What follows belongs to an exercise in optimizing a design on an open flow for small area, a short achievable clock period and few clock cycles; a production flow would make more cautious choices. The RTL was checked by simulation tests, not by an equivalence proof against the original design. No activity file was given, so power comes from the tool's default toggle rates.

==> flow/config.mk <==
export PLATFORM = sky130hd
export DESIGN_NAME = packed_12bit_sample_file_decoder
export DESIGN_NICKNAME = packed_12bit_sample_file_decoder
export VERILOG_FILES = /design/flow/design.v
export SDC_FILE = /design/flow/constraint.sdc
export NUM_CORES = 4
export LEC_CHECK = 0
export CAP_MARGIN = 20
export CORE_MARGIN = 2
export CORE_UTILIZATION = 40
export SETUP_SLACK_MARGIN = 5
export SLEW_MARGIN = 20
==> flow/constraint.sdc <==
create_clock -name core_clock -period 8.5 [get_ports {clk_i}]
set_input_delay 1.7000 -clock core_clock [delete_from_list [all_inputs] [get_ports {clk_i}]]
set_output_delay 1.7000 -clock core_clock [all_outputs]
set_load 0.01 [all_outputs]
==> flow/design.v <==
package pk12_pkg;
  localparam logic [1:0] KIND_HEADER = 2'd0;
  localparam logic [1:0] KIND_SAMPLE = 2'd1;
  localparam logic [1:0] KIND_DONE   = 2'd2;
  localparam logic [1:0] KIND_ERROR  = 2'd3;
  localparam logic [1:0] ERR_TRUNCATED = 2'd0;
  localparam logic [1:0] ERR_BAD_MAGIC = 2'd1;
  localparam logic [1:0] ERR_LOOP_MODE = 2'd2;
  localparam logic [1:0] SRC_CODE    = 2'd0;
  localparam logic [1:0] SRC_MARKERS = 2'd1;
  localparam logic [1:0] SRC_DEFAULT = 2'd2;
  localparam logic [7:0] LOOP_ON  = 8'h49;
  localparam logic [7:0] LOOP_OFF = 8'hc9;
  localparam logic [15:0] HZ_33K = 16'd33333;
  localparam logic [15:0] HZ_50K = 16'd50000;
  localparam logic [15:0] HZ_16K = 16'd16667;
  localparam logic [1:0] RS_33K = 2'd0;
  localparam logic [1:0] RS_50K = 2'd1;
  localparam logic [1:0] RS_16K = 2'd2;
  typedef struct packed {
    logic [1:0]  kind;
    logic [11:0] smp;     
    logic [1:0]  err;     
    logic        tail;    
    logic        tail_err;  
  } ent_t;
endpackage
module pk12_parse
(
  input  logic        clk_i,
  input  logic        rst_ni,
  input  logic        proc_i,
  input  logic [7:0]  data_i,
  input  logic        last_i,
  output logic        stall_hdr_o,   
  output logic        push_o,
  output pk12_pkg::ent_t ent_o,
  output logic        looped_o,
  output logic [1:0]  rsel_o,
  output logic [1:0]  rsrc_o,
  output logic [16:0] atk_o,
  output logic [16:0] rep_o
);
  logic        skip_q;
  logic        pl_q;          
  logic [4:0]  pos_q;         
  logic        magic_q;
  logic        lp_q, lok_q;
  logic [1:0]  rsel_q, rsrc_q;
  logic [1:0]  ma_q;          
  logic [16:0] atk_q, rep_q;  
  logic [1:0]  ph_q;
  logic [7:0]  b0_q;
  logic [3:0]  mid_q;
  logic [7:0]  magic_b;
  always_comb begin
    case (pos_q[2:0])
      3'd0:    magic_b = 8'h4c;
      3'd1:    magic_b = 8'h4d;
      3'd2:    magic_b = 8'h38;
      3'd3:    magic_b = 8'h39;
      3'd4:    magic_b = 8'h35;
      default: magic_b = 8'h33;
    endcase
  end
  logic atk_z, rep_z, atk_1, rep_1, rem_z, rem_le1;
  assign atk_z   = (atk_q[16:1] == '0) && !atk_q[0];
  assign rep_z   = (rep_q[16:1] == '0) && !rep_q[0];
  assign atk_1   = (atk_q[16:1] == '0) && atk_q[0];
  assign rep_1   = (rep_q[16:1] == '0) && rep_q[0];
  assign rem_z   = atk_z && rep_z;
  assign rem_le1 = (atk_z && (rep_z || rep_1)) || (atk_1 && rep_z);
  logic [6:0] dm;   
  assign dm = data_i[7:1];
  assign stall_hdr_o = !skip_q && (pl_q ? (ph_q != 2'd0) : (pos_q >= 5'd22));
  logic ended;
  logic dec;
  pk12_pkg::ent_t ent;
  logic push;
  always_comb begin
    ent   = '0;
    push  = 1'b0;
    ended = 1'b0;
    dec   = 1'b0;
    if (skip_q) begin
      ended = 1'b0;
    end else if (!pl_q) begin
      if (pos_q != 5'd31) begin
        if (last_i) begin
          push = 1'b1; ent.kind = pk12_pkg::KIND_ERROR; ent.err = pk12_pkg::ERR_TRUNCATED; ended = 1'b1;
        end
      end else if (!magic_q) begin
        push = 1'b1; ent.kind = pk12_pkg::KIND_ERROR; ent.err = pk12_pkg::ERR_BAD_MAGIC; ended = 1'b1;
      end else if (!lok_q) begin
        push = 1'b1; ent.kind = pk12_pkg::KIND_ERROR; ent.err = pk12_pkg::ERR_LOOP_MODE; ended = 1'b1;
      end else begin
        push = 1'b1; ent.kind = pk12_pkg::KIND_HEADER;
        if (rem_z) begin
          ent.tail = 1'b1; ended = 1'b1;
        end else if (last_i) begin
          ent.tail = 1'b1; ent.tail_err = 1'b1; ended = 1'b1;
        end
      end
    end else begin
      case (ph_q)
        2'd0: begin
          if (last_i) begin
            push = 1'b1; ent.kind = pk12_pkg::KIND_ERROR; ended = 1'b1;
          end
        end
        2'd1: begin
          push = 1'b1; ent.kind = pk12_pkg::KIND_SAMPLE; ent.smp = {b0_q, data_i[7:4]};
          dec  = 1'b1;
          if (last_i) begin
            ent.tail = 1'b1; ent.tail_err = 1'b1; ended = 1'b1;
          end
        end
        default: begin
          push = 1'b1;
          if (rem_z) begin
            ent.kind = pk12_pkg::KIND_DONE; ended = 1'b1;
          end else begin
            ent.kind = pk12_pkg::KIND_SAMPLE; ent.smp = {data_i, mid_q};
            dec = 1'b1;
            if (rem_le1) begin
              ent.tail = 1'b1; ended = 1'b1;
            end else if (last_i) begin
              ent.tail = 1'b1; ent.tail_err = 1'b1; ended = 1'b1;
            end
          end
        end
      endcase
    end
  end
  assign push_o = push && proc_i;
  assign ent_o  = ent;
  always_ff @(posedge clk_i) begin
    if (proc_i && !skip_q && !pl_q) begin
      if (pos_q == 5'd22) begin
        lp_q  <= (data_i == pk12_pkg::LOOP_ON);
        lok_q <= (data_i == pk12_pkg::LOOP_ON) || (data_i == pk12_pkg::LOOP_OFF);
      end
      if (pos_q == 5'd23) begin
        rsrc_q <= pk12_pkg::SRC_CODE;
        case (data_i)
          8'd1:    rsel_q <= pk12_pkg::RS_33K;
          8'd2:    rsel_q <= pk12_pkg::RS_50K;
          8'd3:    rsel_q <= pk12_pkg::RS_16K;
          default: begin rsel_q <= pk12_pkg::RS_33K; rsrc_q <= pk12_pkg::SRC_DEFAULT; end
        endcase
      end
      if (pos_q == 5'd26) begin
        case (dm)
          7'h03:   ma_q <= 2'd1;   
          7'h08:   ma_q <= 2'd2;   
          7'h7b:   ma_q <= 2'd3;   
          default: ma_q <= 2'd0;
        endcase
      end
      if (pos_q == 5'd29 && rsrc_q != pk12_pkg::SRC_CODE) begin
        if (ma_q == 2'd1 && dm == 7'h29) begin
          rsel_q <= pk12_pkg::RS_33K; rsrc_q <= pk12_pkg::SRC_MARKERS;
        end else if (ma_q == 2'd2 && dm == 7'h00) begin
          rsel_q <= pk12_pkg::RS_50K; rsrc_q <= pk12_pkg::SRC_MARKERS;
        end else if (ma_q == 2'd3 && dm == 7'h29) begin
          rsel_q <= pk12_pkg::RS_16K; rsrc_q <= pk12_pkg::SRC_MARKERS;
        end
      end
    end
  end
  always_ff @(posedge clk_i) begin
    if (proc_i && !skip_q) begin
      if (!pl_q) begin
        if (pos_q == 5'd24) atk_q[7:0]  <= data_i;
        if (pos_q == 5'd25) atk_q[15:8] <= data_i;
        if (pos_q == 5'd26) atk_q[16]   <= data_i[0];
        if (pos_q == 5'd27) rep_q[7:0]  <= data_i;
        if (pos_q == 5'd28) rep_q[15:8] <= data_i;
        if (pos_q == 5'd29) rep_q[16]   <= data_i[0];
      end else if (dec) begin
        if (!atk_z) atk_q <= atk_q - 17'd1;
        else        rep_q <= rep_q - 17'd1;
      end
    end
  end
  always_ff @(posedge clk_i) begin
    if (proc_i && !skip_q && pl_q) begin
      if (ph_q == 2'd0) b0_q  <= data_i;
      if (ph_q == 2'd1) mid_q <= data_i[3:0];
    end
  end
  always_ff @(posedge clk_i or negedge rst_ni) begin
    if (!rst_ni) begin
      skip_q  <= 1'b0;
      pl_q    <= 1'b0;
      pos_q   <= '0;
      magic_q <= 1'b1;
      ph_q    <= '0;
    end else if (proc_i) begin
      if (ended || (skip_q && last_i)) begin
        if (last_i) begin
          skip_q  <= 1'b0;
          pl_q    <= 1'b0;
          pos_q   <= '0;
          magic_q <= 1'b1;
          ph_q    <= '0;
        end else begin
          skip_q  <= 1'b1;
        end
      end else if (!skip_q) begin
        if (!pl_q) begin
          if (pos_q < 5'd6 && data_i != magic_b) magic_q <= 1'b0;
          pos_q <= pos_q + 5'd1;
          if (pos_q == 5'd31) pl_q <= 1'b1;
        end else begin
          ph_q <= (ph_q == 2'd2) ? 2'd0 : ph_q + 2'd1;
        end
      end
    end
  end
  assign looped_o = lp_q;
  assign rsel_o   = rsel_q;
  assign rsrc_o   = rsrc_q;
  assign atk_o    = atk_q;
  assign rep_o    = rep_q;
endmodule
module pk12_out_fifo
(
  input  logic           clk_i,
  input  logic           rst_ni,
  input  logic           push_i,
  input  pk12_pkg::ent_t ent_i,
  input  logic           pop_i,
  output logic           full_o,
  output logic           hdr_o,     
  output logic           valid_o,
  output logic           head_hdr_o,
  output pk12_pkg::ent_t head_o
);
  logic           hv_q, sv_q;
  logic           hh_q, sh_q;    
  pk12_pkg::ent_t h_q, s_q;
  pk12_pkg::ent_t h_tail;
  logic           pop;
  assign pop     = pop_i && hv_q;
  assign full_o  = hv_q && sv_q;
  assign hdr_o   = (hv_q && hh_q) || (sv_q && sh_q);
  assign valid_o = hv_q;
  assign head_o  = h_q;
  assign head_hdr_o = hh_q;
  always_comb begin
    h_tail      = '0;
    h_tail.kind = h_q.tail_err ? pk12_pkg::KIND_ERROR : pk12_pkg::KIND_DONE;
  end
  always_ff @(posedge clk_i or negedge rst_ni) begin
    if (!rst_ni) begin
      hv_q <= 1'b0;
      sv_q <= 1'b0;
      hh_q <= 1'b0;
      sh_q <= 1'b0;
    end else begin
      if (pop) begin
        if (h_q.tail) begin
          hh_q <= 1'b0;
          if (push_i) begin
            sv_q <= 1'b1;
            sh_q <= (ent_i.kind == pk12_pkg::KIND_HEADER);
          end
        end else if (sv_q) begin
          hh_q <= sh_q;
          sv_q <= 1'b0;
          sh_q <= 1'b0;
        end else begin
          hv_q <= push_i;
          hh_q <= push_i && (ent_i.kind == pk12_pkg::KIND_HEADER);
        end
      end else if (push_i) begin
        if (!hv_q) begin
          hv_q <= 1'b1;
          hh_q <= (ent_i.kind == pk12_pkg::KIND_HEADER);
        end else begin
          sv_q <= 1'b1;
          sh_q <= (ent_i.kind == pk12_pkg::KIND_HEADER);
        end
      end
    end
  end
  always_ff @(posedge clk_i) begin
    if (pop) begin
      if (h_q.tail) begin
        h_q <= h_tail;
        if (push_i) s_q <= ent_i;
      end else if (sv_q) begin
        h_q <= s_q;
      end else begin
        h_q <= ent_i;
      end
    end else if (push_i) begin
      if (!hv_q) h_q <= ent_i;
      else       s_q <= ent_i;
    end
  end
endmodule
module packed_12bit_sample_file_decoder
(
  input  logic               clk_i,
  input  logic               rst_ni,
  input  logic               byte_valid_i,
  output logic               byte_ready_o,
  input  logic [7:0]         byte_data_i,
  input  logic               byte_last_i,
  output logic               res_valid_o,
  input  logic               res_ready_i,
  output logic [1:0]         res_kind_o,
  output logic signed [15:0] res_sample_o,
  output logic [15:0]        res_rate_hz_o,
  output logic [1:0]         res_rate_source_o,
  output logic               res_looped_o,
  output logic [16:0]        res_attack_len_o,
  output logic [16:0]        res_repeat_len_o,
  output logic [1:0]         res_error_code_o,
  output logic               res_end_of_run_o
);
  logic        in_v_q;
  logic [7:0]  in_d_q;
  logic        in_l_q;
  logic        proc;
  logic        ready;
  logic        stall_hdr;
  logic        push;
  logic        full;
  logic        hdr_q;
  logic        head_hdr;
  pk12_pkg::ent_t ent;
  pk12_pkg::ent_t head;
  logic        looped;
  logic [1:0]  rsel, rsrc;
  logic [16:0] atk, rep;
  logic [15:0] hz;
  assign proc  = in_v_q && !full && !(hdr_q && stall_hdr);
  assign ready = !in_v_q || proc;
  assign byte_ready_o = ready;
  always_ff @(posedge clk_i or negedge rst_ni) begin
    if (!rst_ni) in_v_q <= 1'b0;
    else if (ready) in_v_q <= byte_valid_i;
  end
  always_ff @(posedge clk_i) begin
    if (ready) begin
      in_d_q <= byte_data_i;
      in_l_q <= byte_last_i;
    end
  end
  pk12_parse u_parse (
    .clk_i       (clk_i),
    .rst_ni      (rst_ni),
    .proc_i      (proc),
    .data_i      (in_d_q),
    .last_i      (in_l_q),
    .stall_hdr_o (stall_hdr),
    .push_o      (push),
    .ent_o       (ent),
    .looped_o    (looped),
    .rsel_o      (rsel),
    .rsrc_o      (rsrc),
    .atk_o       (atk),
    .rep_o       (rep)
  );
  pk12_out_fifo u_out_fifo (
    .clk_i      (clk_i),
    .rst_ni     (rst_ni),
    .push_i     (push),
    .ent_i      (ent),
    .pop_i      (res_ready_i),
    .full_o     (full),
    .hdr_o      (hdr_q),
    .valid_o    (res_valid_o),
    .head_hdr_o (head_hdr),
    .head_o     (head)
  );
  always_comb begin
    case (rsel)
      pk12_pkg::RS_50K: hz = pk12_pkg::HZ_50K;
      pk12_pkg::RS_16K: hz = pk12_pkg::HZ_16K;
      default:          hz = pk12_pkg::HZ_33K;
    endcase
  end
  assign res_kind_o        = head.kind;
  assign res_sample_o      = {head.smp, 4'b0000};
  assign res_error_code_o  = head.err;
  assign res_end_of_run_o  = head.kind[1];
  assign res_rate_hz_o     = head_hdr ? hz : 16'd0;
  assign res_rate_source_o = head_hdr ? rsrc : 2'd0;
  assign res_looped_o      = head_hdr && looped;
  assign res_attack_len_o  = head_hdr ? atk : 17'd0;
  assign res_repeat_len_o  = head_hdr ? rep : 17'd0;
endmodule
==> flow/run.sh <==
#!/bin/bash
# synth_recipe.tcl (not shown) runs the flow's synth.tcl, then flattens the netlist and writes it again
# the make line also repeats each setting of config.mk as NAME=value (left out here)
make -C /OpenROAD-flow-scripts/flow DESIGN_CONFIG=/design/flow/config.mk WORK_HOME=/design/flow/orfs CLKGATE_MAP_FILE= SYNTH_SCRIPT=/design/flow/synth_recipe.tcl finish
==> notes.md, run 1 <==
- Status: timing/DRC/antenna clean
- Post-synth top area cell: edfxtp_1
- Critical path origin: u_parse.pos_q[0]
- Htree depth: 4
- Initial Utilization: 41.1%
- CP max FO: 2
- Routability cong.: 0.888
- Initial antenna violation count: 0
- Internal Pwr Total: 1.36 mW
- Yosys top cell area share: 47.2%
- Later-pin clock latency in the skew report: 0.43 ns
- Filler cells: 1329
- Post-route clock period utilization: 42.6%
- Vias per inst: 5.55
- Relative slew margins: 32.1%
- R2R cell count: 9
- Via count: 4864
- Final #Nets: 678
- Die Width: 129 µm
- Cell area power density: 248 nW/µm²
- Critical path's largest stage delay: 0.41 ns
- Pin count of the biggest net entering global routing: 31
- Count of final setup violators: 0
- YS warnings: 3
- Slowest CP cell: dfrtp_2
- IO Port Bufs: 79
- Synthesized cell area: 6290 µm²
- Post-synth EDFFs: 99
- Grt ovf: 0
- Tot GR Track Use: 19.6%
- Max clock buf depth: 2
- Worst r2r src: u_parse.pos_q[0]
- Design Power: 1.98 mW
- Cells after Synth: 583
- Drt total wl: 15.7 mm
- CP cell instances: inv_2 > ha_4 > o21ai_2 > a211o_1 > o31ai_4 > nand2_4 > buf_6
- Final Hold Vio Count: 0
- Die area: 16700 µm²
- Hold endpoint: u_out_fifo.h_q[5]
- Core area: 15300 µm²
- R2R setup slack: 5.09 ns
- Combinational fraction of design power: 24.8%
- Reg power frac: 40.2%
- Synth cell types: 67
- DRC Markers: 0
- Count leader, synth: edfxtp_1
- I/O pin cnt: 89
- FMAX: 0.276 GHz
- Max Slew Vio Count: 0
- Switching share of power: 31.4%
- VDD IR max: 0.169 mV
- Clock Skews: 0.0112 ns
- Max_cap viols: 0
- Num CTS Buffers: 17
- RSZ-0062 raised after global routing: yes
- Global-route wire length before repair: 24.9 mm
- Setup TNS: 0 ns
- Post-CTS Hold Buffers: 0
- Vias in the first global route: 4647
- Hold Startpoint: u_out_fifo.s_q[5]
- Final Critical Period: 3.62 ns
- Reg clk slew, reported paths: 0.06 ns
- Finished Core Util: 52.3%
- P_leak: 3.46 nW
- Worst Path Arrival: 1.92 ns
- Worst-Margin Slew: 1.02 ns
- Area contributors post-synth: edfxtp_1 (47%), dfrtp_1 (5.6%), a22o_1 (4.9%), and2_1 (4.3%), a21oi_1 (3.7%)
- Reg-to-Reg End: u_parse.pos_q[0]
- HPWL after DPL: 10.5 mm
- CTS tree: yes
- FP Rows: 45
- Critical path capture point type: output pin
- Register area share after synthesis: 53.2%
- P_sw: 0.622 mW
- Required @ worst endpoint: 6.80 ns
- Clock root buffer: clkbuf_16
- Clk pwr share: 35.0%
- Area added between synthesis and finish: 27.3%
- Initial DRC count: 401
- Routed Antenna Nets: 0
- Antenna cells: 0
- Register bit count reported by yosys: 114
- Top cells by count, synth: edfxtp_1 (99), nor2_1 (53), a21oi_1 (46), and2_1 (43), a22o_1 (35)
- Share of cells above drive strength 1: 11.9%
- Setup CP Type: register to output pin
- Primary FF master, synth: edfxtp_1
- Worst setup SP type: register
- Syn Area/Cell: 10.8 µm²
- Die Ht: 129 µm
- Share of synthesized registers carrying an async set or reset: 13.2%
- Hold Crit Depth: 1
- Hold Path Class: register to register
- Drt pass-1 iters: 5
- Sink Count: 114
- Routed len/inst: 17.9 µm
## sequential cells by signal, indices dropped and copies added, names as in the netlist, 2 cells and up
| register | cells |
|---|---|
| u_out_fifo.s_q | 18 |
| u_parse.b0_q | 8 |
| u_parse.ph_q | 2 |
| u_parse.pos_q | 5 |
| u_parse.rep_q | 17 |
| u_out_fifo.h_q | 18 |
| in_d_q | 8 |
| u_parse.mid_q | 4 |
| u_parse.rsel_q | 2 |
| u_parse.ma_q | 2 |
| u_parse.atk_q | 17 |
| u_parse.rsrc_q | 2 |
## power by group through the flow
stage | combinational [mW] | clock [mW] | sequential [mW]
after CTS | 0.494 | 0.706 | 0.796
final | 0.492 | 0.695 | 0.797
after global routing | 0.539 | 0.732 | 0.809
after global placement | 0.447 | 0 | 0.807
after detailed placement | 0.455 | 0 | 0.812
after floorplan | 0.341 | 0 | 0.742
## cell type report
class | count | area [µm²] | share of cell area (%)
clock buffer | 17 | 425 | 5.31
multi-input combinational | 398 | 2610 | 32.5
inverter | 19 | 76.3 | 0.953
sequential | 114 | 3360 | 41.9
tap | 211 | 264 | 3.29
clock inverter | 15 | 156 | 1.95
timing repair buffer | 103 | 1130 | 14.1
## worst max path at each step
stage / cells after the start / slack (ns) / endpoint
floorplan: 6 / 5.09 / byte_ready_o
global placement: 5 / 4.12 / byte_ready_o
detailed placement: 5 / 4.03 / byte_ready_o
CTS: 7 / 4.84 / byte_ready_o
global route: 7 / 4.82 / byte_ready_o
finish: 7 / 4.88 / byte_ready_o
## cells by family after synthesis
family | share of synthesized area, %
simple gates | 17.8
compound gates | 14.9
flops | 53.2
buf+inv | 6.62
xor+xnor | 4.18
fa+ha+maj | 2.39
mux | 0.815
other cells | 0.0596
## critical path, delay by kind of cell (launching register included)
kind                     cells  cell delay (ns)
flip-flops                   1             0.41
buffers and inverters        2             0.22
AO/OA/AOI/OAI                3             0.61
adder cells (fa/ha/maj)      1             0.14
AND/OR/NAND/NOR              1             0.11
## layout by cell type (no fill, tap or decap), types with 4 or more instances in the layout
master	Yosys	routed
a21oi_1	46	46
a22o_1	35	35
a31oi_1	6	6
and2_1	43	43
and3_1	6	6
buf_4	30	19
clkbuf_16	0	17
clkdlybuf4s50_1	0	36
clkinvlp_4	0	4
conb_1	1	9
dfrtp_1	14	8
dfrtp_2	0	5
dlygate4sd2_1	0	8
dlymetal6s2s_1	0	34
edfxtp_1	99	99
ha_1	12	11
inv_1	17	16
inv_6	0	4
mux2i_1	4	4
nand2_1	28	27
nand2b_1	4	4
nand3_1	11	11
nand4_1	6	6
nor2_1	53	53
nor3_1	23	22
nor3b_1	4	4
nor4_1	6	6
o21ai_0	12	10
or3_1	6	6
xnor2_1	24	24
xor2_1	6	6
## metal layers
layer / vias up / part of all wire [%] / GRT usage (%)
li1: 2267 / - / -
met1: 2391 / 44 / 27.0
met2: 181 / 48 / 30.7
met3: 25 / 6.0 / 4.13
met4: 0 / 1.7 / 7.65
met5: - / 0 / 0
## what timing repair did
| item | 4_1_cts | 5_1_grt |
|---|---|---|
| resized for setup | 34 | 38 |
| setup buffers | 15 | 1 |
| pin swaps | 4 | 1 |
| endpoints found under the setup margin | 49 | 41 |
| gates cloned | 2 | 0 |
## metrics by stage
stage	instance area (µm²)	hold slack (ns)	worst slack [ns]	cells
floorplan	6340	0.424	5.09	591
global placement	7090	0.524	4.12	826
detailed placement	7090	0.524	4.03	827
CTS	7900	0.536	4.84	876
global route	8010	0.549	4.82	877
finish	8010	0.534	4.88	877
Testbench counts, summed over its fixed seeds: cycles 40,452.
==> run 2, diff against run 1 <==
--- a/flow/config.mk
+++ b/flow/config.mk
@@ -10,3 +10,2 @@
 export CORE_UTILIZATION = 40
-export SETUP_SLACK_MARGIN = 5
 export SLEW_MARGIN = 20
==> run 2 against run 1 <==
Combinational power fell by 4.9%. Clock power fell by 2%. Routed wire length fell by 2.5%. Maximum frequency shrank 32%. Clock skew decreased by 0.0065 ns. Critical endpoint unchanged. Flip-flop and latch count stayed put. Count of clock-buffer cells in the layout is 1 higher. Power down 2.2%. Largest power group unchanged. Hold slack lost 0.0060 ns.
==> notes.md, run 2 <==
- Most frequent cells in the layout: edfxtp_1 (99), clkdlybuf4s50_1 (79), nor2_1 (52)
- Hold Startpoint: u_out_fifo.s_q[8]
- Worst setup SP type: register
- Top cells by count, synth: edfxtp_1 (99), nor2_1 (53), a21oi_1 (46), and2_1 (43), a22o_1 (35)
- M1 GR Usage: 26.7% (-0.34 points)
- Finished Core Util: 49.9% (-2.4 points)
- Final instance area: 7650 µm² (-4.6%)
- Reg clk slew, reported paths: 0.05 ns (about the same)
- Routability cong.: 0.888 (unchanged)
- Reg-to-Reg End: u_parse.pos_q[0]
- Status: timing/DRC/antenna clean
- Grt ovf: 0 (unchanged)
- Final Critical Period: 5.30 ns (+1.69 ns)
- Setup CP Type: register to output pin
- Initial DRC count: 432 (+7.7%)
- Post-DP Area: 7080 µm² (-0.19%)
- R2R cell count: 8 (-1)
- Met3 Use GR: 4.42% (+0.29 points)
- Clock root buffer: clkbuf_16
- Final #Nets: 660 (-2.7%)
- Placed insts: 827 (unchanged)
- Largest registers: u_out_fifo.h_q: 18 flops, u_out_fifo.s_q: 18 flops
- CTS tree: yes
- Synth cell types: 67 (unchanged)
- Final Hold Vio Count: 0 (unchanged)
- CP max FO: 11 (+9)
- Clock Skews: 0.00470 ns (-0.00654 ns)
- Area added between synthesis and finish: 21.5%
- Commonest non-fill, non-tap cell in the layout: edfxtp_1
- DRC Markers: 0 (unchanged)
- Required @ worst endpoint: 6.80 ns (about the same)
- Later-pin clock latency in the skew report: 0.41 ns (-0.02 ns)
- Share of cells above drive strength 1: 7.10% (-4.8 points)
- Hold Crit Depth: 1 (unchanged)
- Relative slew margins: 31.7% (-0.37 points)
- VDD IR max: 0.120 mV (-29%)
- Antenna cells: 0 (unchanged)
- Initial Utilization: 41.1% (unchanged)
- Setup TNS: 0 ns (unchanged)
- HPWL after DPL: 10.6 mm (+0.79%)
- Filler cells: 1387 (+4.4%)
- Synth Area in Simple Gates: 17.8% (unchanged)
- Pin count of the biggest net entering global routing: 39 (+26%)
- Final cell count without fillers: 859 (-2.1%)
- Global-route wire length before repair: 24.6 mm (-1.1%)
- Mux share of post-synthesis cell area: 0.815% (unchanged)
- Hold endpoint: u_out_fifo.h_q[8]
- Via count: 4702 (-3.3%)
- Most Crowded Layer GR: met2
- R2R setup slack: 5.04 ns (-0.05 ns)
- Core area: 15300 µm² (unchanged)
- Grt met2 use: 30.1% (-0.62 points)
- Die area: 16700 µm² (unchanged)
- FP Rows: 45 (unchanged)
- Design Power: 1.94 mW (-2.2%)
- Share of synthesized registers carrying an async set or reset: 13.2% (unchanged)
- Critical path origin: u_parse.pos_q[0]
- Count of final setup violators: 0 (unchanged)
- Num CTS Buffers: 17 (unchanged)
- I/O pin cnt: 89 (unchanged)
- Die Width: 129 µm (unchanged)
- P_leak: 2.71 nW (-22%)
- IO Port Bufs: 79 (unchanged)
- Area contributors post-synth: edfxtp_1 (47%), dfrtp_1 (5.6%), a22o_1 (4.9%), and2_1 (4.3%), a21oi_1 (3.7%)
- Adder-Cell Fraction of Synth Area: 2.39% (unchanged)
- Initial antenna violation count: 0 (unchanged)
- Post-synth EDFFs: 99 (unchanged)
- Max_cap viols: 0 (unchanged)
- Count leader, synth: edfxtp_1
- Worst r2r src: u_parse.pos_q[1]
- Synth Area in Compound Gates: 14.9% (unchanged)
- Cells after Synth: 583 (unchanged)
- Hold Path Class: register to register
- Cell area power density: 254 nW/µm² (+2.4%)
- Die Ht: 129 µm (unchanged)
- Vias in the first global route: 4579 (-1.5%)
- Sink Count: 114 (unchanged)
- Post-CTS setup buffers: 0 (-15)
- Synthesized cell area: 6290 µm² (unchanged)
- Resized Gates After CTS: 0 (-100%)
- Max Slew Vio Count: 0 (unchanged)
- Yosys top cell area share: 47.2% (unchanged)
- Drt pass-1 iters: 5 (unchanged)
- Register area share after synthesis: 53.2% (unchanged)
- Post-route clock period utilization: 62.4% (+20 points)
- Main combinational cell family by area after synthesis: simple AND/OR/NAND/NOR gates
- Critical path capture point type: output pin
- Primary FF master, synth: edfxtp_1
- FMAX: 0.189 GHz (-32%)
- Vias per inst: 5.47 (-1.3%)
- Max clock buf depth: 2 (unchanged)
- YS warnings: 3 (unchanged)
- Routed Antenna Nets: 0 (unchanged)
- Worst-Margin Slew: 1.02 ns (+0.00550 ns)
- Post-CTS Hold Buffers: 0 (unchanged)
- Tot GR Track Use: 19.3% (-0.38 points)
- Register bit count reported by yosys: 114 (unchanged)
- Drt total wl: 15.3 mm (-2.5%)
- Worst Path Arrival: 3.60 ns (+1.68 ns)
- Synth Area in XOR/XNOR: 4.18% (unchanged)
- RSZ-0062 raised after global routing: no
- Syn Area/Cell: 10.8 µm² (unchanged)
- Htree depth: 4 (unchanged)
- Post-synth top area cell: edfxtp_1
- Routed len/inst: 17.9 µm (-0.46%)
[run 2: cell counts after synthesis]
Identical to the previous run, type by type.
[run 2: final cells by class]
cell class | instances | area, µm² | area share [%]
sequential | 114 | 3350 | 43.8
multi-input combinational | 398 | 2560 | 33.5
timing repair buffer | 85 | 836 | 10.9
clock buffer | 18 | 429 | 5.61
tap | 211 | 264 | 3.45
clock inverter | 14 | 139 | 1.82
inverter | 19 | 71.3 | 0.933
[run 2: per-stage QoR]
stage,setup WS [ns],hold WS [ns]
finish,3.20,0.528
global route,2.91,0.545
CTS,3.17,0.531
detailed placement,3.63,0.518
global placement,3.75,0.520
floorplan,4.71,0.424
[run 2: worst max-delay path by stage]
stage	end	slack [ns]
2_1_floorplan	byte_ready_o	4.71
3_3_place_gp	byte_ready_o	3.75
3_5_place_dp	byte_ready_o	3.63
4_1_cts	byte_ready_o	3.17
5_1_grt	byte_ready_o	2.91
6_report	byte_ready_o	3.20
[run 2: critical path: stages (launching register included)]
cell and delay (ns):
dfrtp_1 0.44, inv_1 0.15, ha_1 0.27, o21ai_0 0.15, a211o_1 0.40, o31ai_1 0.65
nand2_1 0.52, clkdlybuf4s50_1 0.61
[run 2: logic make-up after synthesis]
kind of cell | after synthesis
simple gates | 207
xor+xnor | 30
buf+inv | 79
fa+ha+maj | 12
flops | 114
compound gates | 135
other cells | 1
mux | 5
[run 2: report_power, final]
part           switching (mW)  internal, mW
Combinational           0.260         0.209
Clock                   0.252         0.428
Sequential             0.0870         0.704
[run 2: routing by layer]
layer,vias to the layer above,wire (µm)
met3,11,827
li1,2223,-
met4,0,141
met5,-,0
met1,2330,6920
met2,138,7450
==> run 3, diff against run 2 <==
--- a/flow/config.mk
+++ b/flow/config.mk
@@ -9,3 +9,5 @@
 export CORE_MARGIN = 2
-export CORE_UTILIZATION = 40
+export CORE_UTILIZATION = 60
+export SETUP_SLACK_MARGIN = 5
 export SLEW_MARGIN = 20
+export TNS_END_PERCENT = 100
==> run 3 against run 2 <==
Still clean on timing, DRC and antenna. Flip-flop and latch count unchanged. Global-route usage rose by 8.1 points. Clock skew is 0.0013 ns higher. Final cell count shrank 6.5%. Non-clock buffer count is 19 higher. Critical path type unchanged. Largest power group unchanged.
==> notes.md, run 3 <==
- Status: timing/DRC/antenna clean
- CTS tree: yes
- FMAX: 0.274 GHz (+45%)
- Initial DRC count: 421 (-2.5%)
- Slowest CP cell: dfrtp_2
- Die Width: 106 µm (-18%)
- Filler cells: 692 (-50%)
- Grt ovf: 0 (unchanged)
- Reg-to-Reg End: u_parse.atk_q[8]
- Synth Area in Simple Gates: 17.8% (unchanged)
- Area contributors post-synth: edfxtp_1 (47%), dfrtp_1 (5.6%), a22o_1 (4.9%), and2_1 (4.3%), a21oi_1 (3.7%)
- DRC Markers: 0 (unchanged)
- Pin count of the biggest net entering global routing: 30 (-23%)
- Commonest non-fill, non-tap cell in the layout: edfxtp_1
- Area added between synthesis and finish: 24.7%
- Initial Utilization: 61.5% (+20 points)
- Storage cell area: 3360 µm² (+0.19%)
- Primary FF master, synth: edfxtp_1
- Drt pass-1 iters: 5 (unchanged)
- Most frequent cells in the layout: edfxtp_1 (99), nor2_1 (52), a21oi_1 (46)
- Antenna cells: 0 (unchanged)
- Hold Startpoint: u_out_fifo.s_q[12]
- Routed Antenna Nets: 0 (unchanged)
- Setup ws final: 4.84 ns (+1.65 ns)
- Cells after Synth: 583 (unchanged)
- Sink Count: 114 (unchanged)
- R2R setup slack: 5.38 ns (+0.34 ns)
- Top cells by count, synth: edfxtp_1 (99), nor2_1 (53), a21oi_1 (46), and2_1 (43), a22o_1 (35)
- Worst Path Arrival: 1.96 ns (-1.64 ns)
- Vias in the first global route: 4681 (+2.2%)
- Worst-Margin Slew: 0.958 ns (-0.0635 ns)
- Max clock buf depth: 2 (unchanged)
- Synth Area in Compound Gates: 14.9% (unchanged)
- Final Hold Vio Count: 0 (unchanged)
- RSZ-0062 raised after global routing: yes
- Hold Path Class: register to register
- Share of cells above drive strength 1: 13.6% (+6.5 points)
- Drt total wl: 15.2 mm (-0.64%)
- Setup CP Type: register to output pin
- Max_cap viols: 0 (unchanged)
- Setup TNS: 0 ns (unchanged)
- Synth cell types: 67 (unchanged)
- Worst hold-check slack: 0.529 ns (+0.000915 ns)
- Max Slew Vio Count: 0 (unchanged)
- IO Port Bufs: 79 (unchanged)
- Critical path's largest stage delay: 0.39 ns (-0.26 ns)
- Die Ht: 106 µm (-18%)
- HPWL after DPL: 9.71 mm (-8.7%)
- YS warnings: 3 (unchanged)
- Design Power: 2.01 mW (+3.4%)
- Pre-CTS setup slack: 4.00 ns (+0.375 ns)
- Tot GR Track Use: 27.4% (+8.1 points)
- Adder-Cell Fraction of Synth Area: 2.39% (unchanged)
- Clock root buffer: clkbuf_8
- Post-CTS Hold Buffers: 0 (unchanged)
- Count of final setup violators: 0 (unchanged)
- Relative slew margins: 35.7% (+3.9 points)
- Die area: 11300 µm² (-32%)
- Yosys top cell area share: 47.2% (unchanged)
- Post-synth EDFFs: 99 (unchanged)
- R2R cell count: 6 (-2)
- Post-synth top area cell: edfxtp_1
- Later-pin clock latency in the skew report: 0.52 ns (+0.11 ns)
- Htree depth: 4 (unchanged)
- Cell area power density: 256 nW/µm² (+0.76%)
- Synthesized cell area: 6290 µm² (unchanged)
- Worst r2r src: u_parse.rep_q[2]
- FP Rows: 37 (-18%)
- Register area share after synthesis: 53.2% (unchanged)
- Reg clk slew, reported paths: 0.06 ns (about the same)
- I/O pin cnt: 89 (unchanged)
- Routability cong.: 0.911 (+2.6%)
- Routed len/inst: 19.0 µm (+6.3%)
- Share of synthesized registers carrying an async set or reset: 13.2% (unchanged)
- Most Crowded Layer GR: met2
- Core area: 10200 µm² (-33%)
- Via count: 5001 (+6.4%)
- Syn Area/Cell: 10.8 µm² (unchanged)
- Worst setup SP type: register
- Main combinational cell family by area after synthesis: simple AND/OR/NAND/NOR gates
- Initial antenna violation count: 1 (+1)
- Post-route clock period utilization: 43.0% (-19 points)
- Mux share of post-synthesis cell area: 0.815% (unchanged)
- Hold endpoint: u_out_fifo.h_q[12]
- Hold Crit Depth: 1 (unchanged)
- Met3 Use GR: 6.81% (+2.4 points)
- Register bit count reported by yosys: 114 (unchanged)
- CP max FO: 10 (-1)
- Synth Area in XOR/XNOR: 4.18% (unchanged)
- VDD IR max: 0.177 mV (+47%)
- Count leader, synth: edfxtp_1
- Final #Nets: 679 (+2.9%)
- Critical path capture point type: output pin
- Clock Skews: 0.00596 ns (+0.00126 ns)
- CP cell instances: buf_12 > a22oi_1 > a211o_1 > o31ai_4 > nand2_4 > buf_6
- Largest registers: u_out_fifo.h_q: 18 flops, u_out_fifo.s_q: 18 flops
- Num CTS Buffers: 17 (unchanged)
- Global-route wire length before repair: 23.8 mm (-3.1%)
- Area occupied by multi-input gates: 2610 µm² (+1.9%)
- M1 GR Usage: 38.1% (+11 points)
- P_leak: 2.98 nW (+9.8%)
- Required @ worst endpoint: 6.80 ns (about the same)
- Final Critical Period: 3.66 ns (-1.65 ns)
- Vias per inst: 6.23 (+14%)
- Grt met2 use: 42.5% (+12 points)
[run 3: logic make-up (layout without fill, tap and decap cells)]
kind of cell,count (synthesis),count (layout)
AND/OR/NAND/NOR,207,207
AO/OA/AOI/OAI,135,135
flip-flops,114,114
buffers and inverters,79,155
XOR/XNOR,30,30
adder cells (fa/ha/maj),12,12
multiplexers,5,5
other,1,9
[run 3: timing repair]
item                                    CTS  global route
endpoints found under the hold margin     0             0
buffers inserted                         12             3
gates resized for setup                  96            11
pin swaps                                 5             1
gates cloned                              4             0
endpoints found under the setup margin   48            14
[run 3: cell type report]
type	instances	share of cell area, %
clock buffer	19	5.63
clock inverter	13	1.90
inverter	19	0.989
multi-input combinational	398	33.2
sequential	114	42.8
tap	136	2.17
timing repair buffer	104	13.3
[run 3: through the flow]
step	std cells	util [%]	cell area, µm²
after floorplan	591	-	6340
after global placement	752	68.4	7000
after CTS	800	76.8	7860
after global routing	803	76.7	7850
after detailed placement	752	68.4	7000
final	803	76.7	7850
[run 3: worst max-delay path: cells and delay by family, from the launching register on]
| kind | cells | cell delay [ns] |
|---|---|---|
| buf+inv | 2 | 0.29 |
| compound gates | 3 | 0.64 |
| flops | 1 | 0.39 |
| simple gates | 1 | 0.11 |
[run 3: routing by layer]
layer  up-vias  part of all wire, %
met5         -                    0
met1      2415                   42
li1       2270                    -
met4         0                  2.4
met2       275                   46
met3        41                  9.1
[run 3: worst max-delay path by stage]
stage,start,cells after the start,end
2_1_floorplan,u_parse.pos_q[0],6,byte_ready_o
3_3_place_gp,u_parse.pl_q,6,byte_ready_o
3_5_place_dp,u_parse.pl_q,6,byte_ready_o
4_1_cts,u_parse.pos_q[0],7,byte_ready_o
5_1_grt,u_parse.pos_q[0],7,byte_ready_o
6_report,u_out_fifo.hh_q,6,byte_ready_o
[run 3: report_power, final]
| part | total, mW | internal (mW) | switching [mW] |
|---|---|---|---|
| Combinational | 0.515 | 0.237 | 0.279 |
| Clock | 0.705 | 0.437 | 0.268 |
| Sequential | 0.785 | 0.704 | 0.0803 |
| Total | 2.01 | 1.38 | 0.627 |

==> afterwards: timing with drivers on the ports <==
In the flow no input, the clock included, has a driving cell. The finished layouts below were timed again as built, in two steps.
Step 1 assumes that a clkbuf_16 drives the clock port and a buf_2 every other input.
Step 2 also shifts input and output timing later by t, the mid clock arrival at the registers, as if the neighbouring blocks saw the same clock.
a / b / c = no drivers / after step 1 / after step 2; a / b = the first two.
run | t, ns | setup WS [ns] | worst setup path at the end
run 1 | 0.458 | 4.883 / 4.846 / 5.066 | input to register
run 2 | 0.453 | 3.197 / 3.155 / 3.608 | register to output
run 3 | 0.548 | 4.845 / 4.811 / 5.035 | input to register
After both steps every run listed still meets setup and hold.
